From an optimization exercise on the open Yosys and OpenROAD flow, aimed at small area, a short achievable clock period and few clock cycles per item; shortcuts taken in it are not production practice.
No activity file was given, so power comes from the tool's default toggle rates.

01-20:
==> flow/design.v <==
package kom_pkg;
	localparam int CAPACITY = 16;
	localparam int SLOT_W   = $clog2(CAPACITY);
	localparam int CNT_W    = $clog2(CAPACITY + 1);
	localparam int KEY_W    = 16;
	localparam int STAT_W   = 3;
	localparam logic [1:0] MODE_INSERT = 2'd0;
	localparam logic [1:0] MODE_REMOVE = 2'd1;
	localparam logic [1:0] MODE_LEADER = 2'd2;
	localparam logic [1:0] MODE_LOOKUP = 2'd3;
	localparam logic [STAT_W-1:0] STAT_OK     = 3'd0;
	localparam logic [STAT_W-1:0] STAT_DUP    = 3'd1;
	localparam logic [STAT_W-1:0] STAT_ABSENT = 3'd2;
	localparam logic [STAT_W-1:0] STAT_EMPTY  = 3'd3;
	localparam logic [STAT_W-1:0] STAT_FULL   = 3'd4;
endpackage
module kom_ctrl (
	input  logic                      clk,
	input  logic                      arst_n,
	input  logic                      in_valid,
	output logic                      in_ready,
	input  logic [1:0]                mode,
	input  logic [kom_pkg::KEY_W-1:0] member_id,
	input  logic                      exec,
	output logic                      b_valid,
	output logic [1:0]                b_mode,
	output logic [kom_pkg::KEY_W-1:0] b_key
);
	localparam int KEY_W = kom_pkg::KEY_W;
	logic             b_v_q;
	logic [1:0]       b_mode_q;
	logic [KEY_W-1:0] b_key_q;
	logic             s_v_q;
	logic [1:0]       s_mode_q;
	logic [KEY_W-1:0] s_key_q;
	logic acc;
	logic b_take;
	assign in_ready = !s_v_q;
	assign acc      = in_valid && !s_v_q;
	assign b_take   = !b_v_q || exec;
	always_ff @(posedge clk or negedge arst_n) begin
		if (!arst_n) begin
			b_v_q <= 1'b0;
			s_v_q <= 1'b0;
		end else begin
			if (b_take) begin
				b_v_q <= s_v_q || acc;
				s_v_q <= 1'b0;
			end else if (acc) begin
				s_v_q <= 1'b1;
			end
		end
	end
	always_ff @(posedge clk) begin
		if (b_take) begin
			if (s_v_q) begin
				b_mode_q <= s_mode_q;
				b_key_q  <= s_key_q;
			end else begin
				b_mode_q <= mode;
				b_key_q  <= member_id;
			end
		end
		if (!s_v_q) begin
			s_mode_q <= mode;
			s_key_q  <= member_id;
		end
	end
	assign b_valid = b_v_q;
	assign b_mode  = b_mode_q;
	assign b_key   = b_key_q;
endmodule
module kom_dp (
	input  logic                       clk,
	input  logic                       arst_n,
	input  logic                       b_valid,
	input  logic [1:0]                 b_mode,
	input  logic [kom_pkg::KEY_W-1:0]  b_key,
	output logic                       exec,
	output logic                       out_valid,
	input  logic                       out_ready,
	output logic [kom_pkg::STAT_W-1:0] status,
	output logic                       leader_valid,
	output logic [kom_pkg::KEY_W-1:0]  leader_id,
	output logic [kom_pkg::CNT_W-1:0]  group_size
);
	localparam int CAPACITY = kom_pkg::CAPACITY;
	localparam int CNT_W = kom_pkg::CNT_W;
	localparam int KEY_W = kom_pkg::KEY_W;
	localparam int STAT_W = kom_pkg::STAT_W;
	logic [KEY_W-1:0]    key_q [CAPACITY];
	logic [CAPACITY-1:0] v_q;
	logic                lv_q;
	logic [CNT_W-1:0]    cnt_q;
	logic [STAT_W-1:0]   status_q;
	logic                out_valid_q;
	logic [CAPACITY-1:0] eq;
	logic [CAPACITY-1:0] hit;
	logic [CAPACITY-1:0] at_or_above;
	logic [CAPACITY-1:0] shift;
	logic [CAPACITY-1:0] load;
	logic                found;
	logic                is_ins, is_rem, is_ldr;
	logic                grow, shrink;
	logic [STAT_W-1:0]   dec_status;
	assign exec = b_valid && (!out_valid_q || out_ready);
	always_comb begin
		for (int i = 0; i < CAPACITY; i++) begin
			v_q[i] = (cnt_q > CNT_W'(i));
		end
	end
	always_comb begin
		for (int i = 0; i < CAPACITY; i++) begin
			hit[i] = v_q[i] && eq[i];
		end
		at_or_above[0] = eq[0];
		for (int i = 1; i < CAPACITY; i++) begin
			at_or_above[i] = at_or_above[i-1] || eq[i];
		end
	end
	assign found  = |hit;
	assign is_ins = (b_mode == kom_pkg::MODE_INSERT);
	assign is_rem = (b_mode == kom_pkg::MODE_REMOVE);
	assign is_ldr = (b_mode == kom_pkg::MODE_LEADER);
	assign grow   = is_ins && !found && !v_q[CAPACITY-1];
	assign shrink = (is_rem && found) || (is_ldr && v_q[0]);
	logic [CAPACITY-1:0] shift_pre;
	logic [CAPACITY-1:0] load_pre;
	logic [CAPACITY-1:0] sel_hold;
	always_comb begin
		for (int i = 0; i < CAPACITY; i++) begin
			shift_pre[i] = (is_rem && at_or_above[i]) || is_ldr;
			load_pre[i]  = is_ins && !v_q[i] && ((i == 0) || v_q[(i == 0) ? 0 : i-1]);
		end
	end
	kom_gate u_gate (
		.exec      (exec),
		.shift_pre (shift_pre),
		.load_pre  (load_pre),
		.sel_hold  (sel_hold),
		.sel_shift (shift),
		.sel_load  (load)
	);
	logic [CNT_W-1:0] cnt_up, cnt_dn, cnt_d;
	logic             do_grow, do_shrink;
	assign cnt_up    = cnt_q + 1'b1;
	assign cnt_dn    = cnt_q - 1'b1;
	assign do_grow   = exec && grow;
	assign do_shrink = exec && shrink;
	assign cnt_d     = ({CNT_W{do_grow}} & cnt_up) | ({CNT_W{do_shrink}} & cnt_dn) |
	                   ({CNT_W{!do_grow && !do_shrink}} & cnt_q);
	always_comb begin
		dec_status = kom_pkg::STAT_OK;
		case (b_mode)
			kom_pkg::MODE_INSERT: begin
				if (found) dec_status = kom_pkg::STAT_DUP;
				else if (v_q[CAPACITY-1]) dec_status = kom_pkg::STAT_FULL;
			end
			kom_pkg::MODE_REMOVE: if (!found) dec_status = kom_pkg::STAT_ABSENT;
			kom_pkg::MODE_LEADER: if (!v_q[0]) dec_status = kom_pkg::STAT_EMPTY;
			default:              if (!found) dec_status = kom_pkg::STAT_ABSENT;
		endcase
	end
	logic [KEY_W-1:0] up [CAPACITY];
	always_comb begin
		for (int i = 0; i < CAPACITY; i++) begin
			if (i == 0) begin
				up[i] = key_q[1] & {KEY_W{v_q[1]}};
			end else if (i < CAPACITY - 1) begin
				up[i] = key_q[(i < CAPACITY - 1) ? i+1 : i];
			end else begin
				up[i] = key_q[i];
			end
		end
	end
	for (genvar i = 0; i < CAPACITY; i++) begin : g_slot
		kom_slot #(.RESET(i == 0)) u_slot (
			.clk       (clk),
			.arst_n    (arst_n),
			.sel_hold  (sel_hold[i]),
			.sel_shift (shift[i]),
			.sel_load  (load[i]),
			.up        (up[i]),
			.key       (b_key),
			.q         (key_q[i]),
			.eq        (eq[i])
		);
	end
	always_ff @(posedge clk or negedge arst_n) begin
		if (!arst_n) begin
			lv_q        <= 1'b0;
			cnt_q       <= '0;
			out_valid_q <= 1'b0;
		end else begin
			lv_q <= do_grow || (lv_q && !(do_shrink && cnt_q == CNT_W'(1)));
			cnt_q <= cnt_d;
			if (exec) begin
				out_valid_q <= 1'b1;
			end else if (out_ready) begin
				out_valid_q <= 1'b0;
			end
		end
	end
	always_ff @(posedge clk) begin
		if (exec) begin
			status_q <= dec_status;
		end
	end
	assign out_valid    = out_valid_q;
	assign status       = status_q;
	assign leader_valid = lv_q;
	assign leader_id    = key_q[0];
	assign group_size   = cnt_q;
endmodule
module kom_gate (
	input  logic                          exec,
	input  logic [kom_pkg::CAPACITY-1:0]  shift_pre,
	input  logic [kom_pkg::CAPACITY-1:0]  load_pre,
	output logic [kom_pkg::CAPACITY-1:0]  sel_hold,
	output logic [kom_pkg::CAPACITY-1:0]  sel_shift,
	output logic [kom_pkg::CAPACITY-1:0]  sel_load
);
	assign sel_shift = {kom_pkg::CAPACITY{exec}} & shift_pre;
	assign sel_load  = {kom_pkg::CAPACITY{exec}} & load_pre;
	assign sel_hold  = ~({kom_pkg::CAPACITY{exec}} & (shift_pre | load_pre));
endmodule
module kom_slot #(
	parameter bit RESET = 1'b0
) (
	input  logic                      clk,
	input  logic                      arst_n,
	input  logic                      sel_hold,
	input  logic                      sel_shift,
	input  logic                      sel_load,
	input  logic [kom_pkg::KEY_W-1:0] up,
	input  logic [kom_pkg::KEY_W-1:0] key,
	output logic [kom_pkg::KEY_W-1:0] q,
	output logic                      eq
);
	localparam int KEY_W = kom_pkg::KEY_W;
	logic [KEY_W-1:0] key_q;
	logic [KEY_W-1:0] key_d;
	assign key_d = ({KEY_W{sel_hold}} & key_q) | ({KEY_W{sel_shift}} & up) |
	               ({KEY_W{sel_load}} & key);
	if (RESET) begin : g_rst
		always_ff @(posedge clk or negedge arst_n) begin
			if (!arst_n) begin
				key_q <= '0;
			end else begin
				key_q <= key_d;
			end
		end
	end else begin : g_nrst
		always_ff @(posedge clk) begin
			key_q <= key_d;
		end
	end
	assign q  = key_q;
	assign eq = (key_q == key);
endmodule
module keyed_ordered_member_list_top (
	input  logic                       clk,
	input  logic                       arst_n,
	input  logic                       in_valid,
	output logic                       in_ready,
	input  logic [1:0]                 mode,
	input  logic [kom_pkg::KEY_W-1:0]  member_id,
	output logic                       out_valid,
	input  logic                       out_ready,
	output logic [kom_pkg::STAT_W-1:0] status,
	output logic                       leader_valid,
	output logic [kom_pkg::KEY_W-1:0]  leader_id,
	output logic [kom_pkg::CNT_W-1:0]  group_size
);
	logic                      exec;
	logic                      b_valid;
	logic [1:0]                b_mode;
	logic [kom_pkg::KEY_W-1:0] b_key;
	kom_ctrl u_ctrl (
		.clk       (clk),
		.arst_n    (arst_n),
		.in_valid  (in_valid),
		.in_ready  (in_ready),
		.mode      (mode),
		.member_id (member_id),
		.exec      (exec),
		.b_valid   (b_valid),
		.b_mode    (b_mode),
		.b_key     (b_key)
	);
	kom_dp u_dp (
		.clk          (clk),
		.arst_n       (arst_n),
		.b_valid      (b_valid),
		.b_mode       (b_mode),
		.b_key        (b_key),
		.exec         (exec),
		.out_valid    (out_valid),
		.out_ready    (out_ready),
		.status       (status),
		.leader_valid (leader_valid),
		.leader_id    (leader_id),
		.group_size   (group_size)
	);
endmodule
Settings: LEC_CHECK=0, CAP_MARGIN=20, CORE_MARGIN=2, CORE_UTILIZATION=40, CTS_CLUSTER_DIAMETER=120, CTS_CLUSTER_SIZE=24, SLEW_MARGIN=20, SYNTH_HIERARCHICAL=1; clock period 10.0 ns.
standard.sh (not shown) runs the stock make flow with config.mk's settings and CLKGATE_MAP_FILE= SYNTH_SCRIPT=/design/flow/synth_recipe.tcl, a recipe that flattens the netlist after the stock synthesis.
==> flow/flow/run.sh <==
#!/bin/bash
# The standard layout, with two changes to how it is optimised:
# - the setup repair aims 7 ns below the clock period and works on the worst
#   path only (TNS_END_PERCENT 0), so it keeps sizing the path that sets the
#   period without spending area on endpoints that do not;
# - the port buffers are buf_2 rather than the delay-cell buffers that
#   buffer_ports picks on its own.
# ORFS's output goes to standard_flow.log here; its per-step logs stay under
# orfs/logs/.
set -euo pipefail
bash standard.sh SETUP_SLACK_MARGIN=7 TNS_END_PERCENT=0 \
	'BUFFER_PORTS_ARGS=-buffer_cell sky130_fd_sc_hd__buf_2' finish > standard_flow.log 2>&1
The inputs of 08-26 differ from those of 01-20 as listed below.
--- a/flow/design.v
+++ b/flow/design.v
@@ -130,7 +130,7 @@
 	always_comb begin
 		for (int i = 0; i < CAPACITY; i++) begin
 			shift_pre[i] = (is_rem && at_or_above[i]) || is_ldr;
-			load_pre[i]  = is_ins && !v_q[i] && ((i == 0) || v_q[(i == 0) ? 0 : i-1]);
+			load_pre[i]  = is_ins && !found && !v_q[i] && ((i == 0) || v_q[(i == 0) ? 0 : i-1]);
 		end
 	end
 	kom_gate u_gate (
Results
Sort 01-20 and 08-26 by worst setup slack after layout desc -> top: 01-20. 08-26 -> 01-20: first-pass detailed-route iteration total delta 0, exact match. 08-26 vs. 01-20: fraction of layout instances using a drive strength above 1 went up by 1.2 points. | clock buffer count in the final layout | 08-26 vs 01-20 | ≈ equal |. Global-route usage was higher in 01-20 than in 08-26. Comparing 01-20 with 08-26, the initial standard-cell utilization of the core came out essentially unchanged. Compared with 01-20, in 08-26 power density over the cells went up, worst supply voltage drop on vdd went up. In 08-26, the final-layout fill cell count came out about 0.56% above the value in 01-20. Post-route cell area: 08-26 < 01-20. Cell count in 08-26 is 46 lower than in 01-20. Delta(highest net fanout along the worst path, 08-26 - 01-20) < 0. Compared with 01-20, 08-26 shows a met3 usage in global routing that is 0.26 points higher.
Function was not checked in any run of this note: the RTL went through the layout flow alone.

[afterwards: timing with drivers on the ports]
The flow's constraints put no driver on any port. The routed layouts listed below were extracted and timed again, unchanged, in two steps.
Step 1, drivers: a clkbuf_16 drives clk and a buf_2 each remaining input, both assumed.
Step 2 times the ports against the registers' clock, not the clock port: input delays grow and output delays shrink by t, the midpoint of the rising clock arrivals with the driver on.
Slacks: ideal / step 1 / step 2; pairs: ideal / step 1.
| run | t, ns | setup slack, ns | worst slew at a driven data input, ns |
|---|---|---|---|
| 01-20 | 0.579 | 6.412 / 6.382 / 5.872 | 0.04 |
| 08-26 | 0.570 | 6.131 / 6.131 / 5.658 | 0.03 |
After both steps setup and hold are still met in every run listed. For 01-20, which loses most, drivers alone change the setup slack by -0.030 ns; drivers and shift together by -0.540 ns.
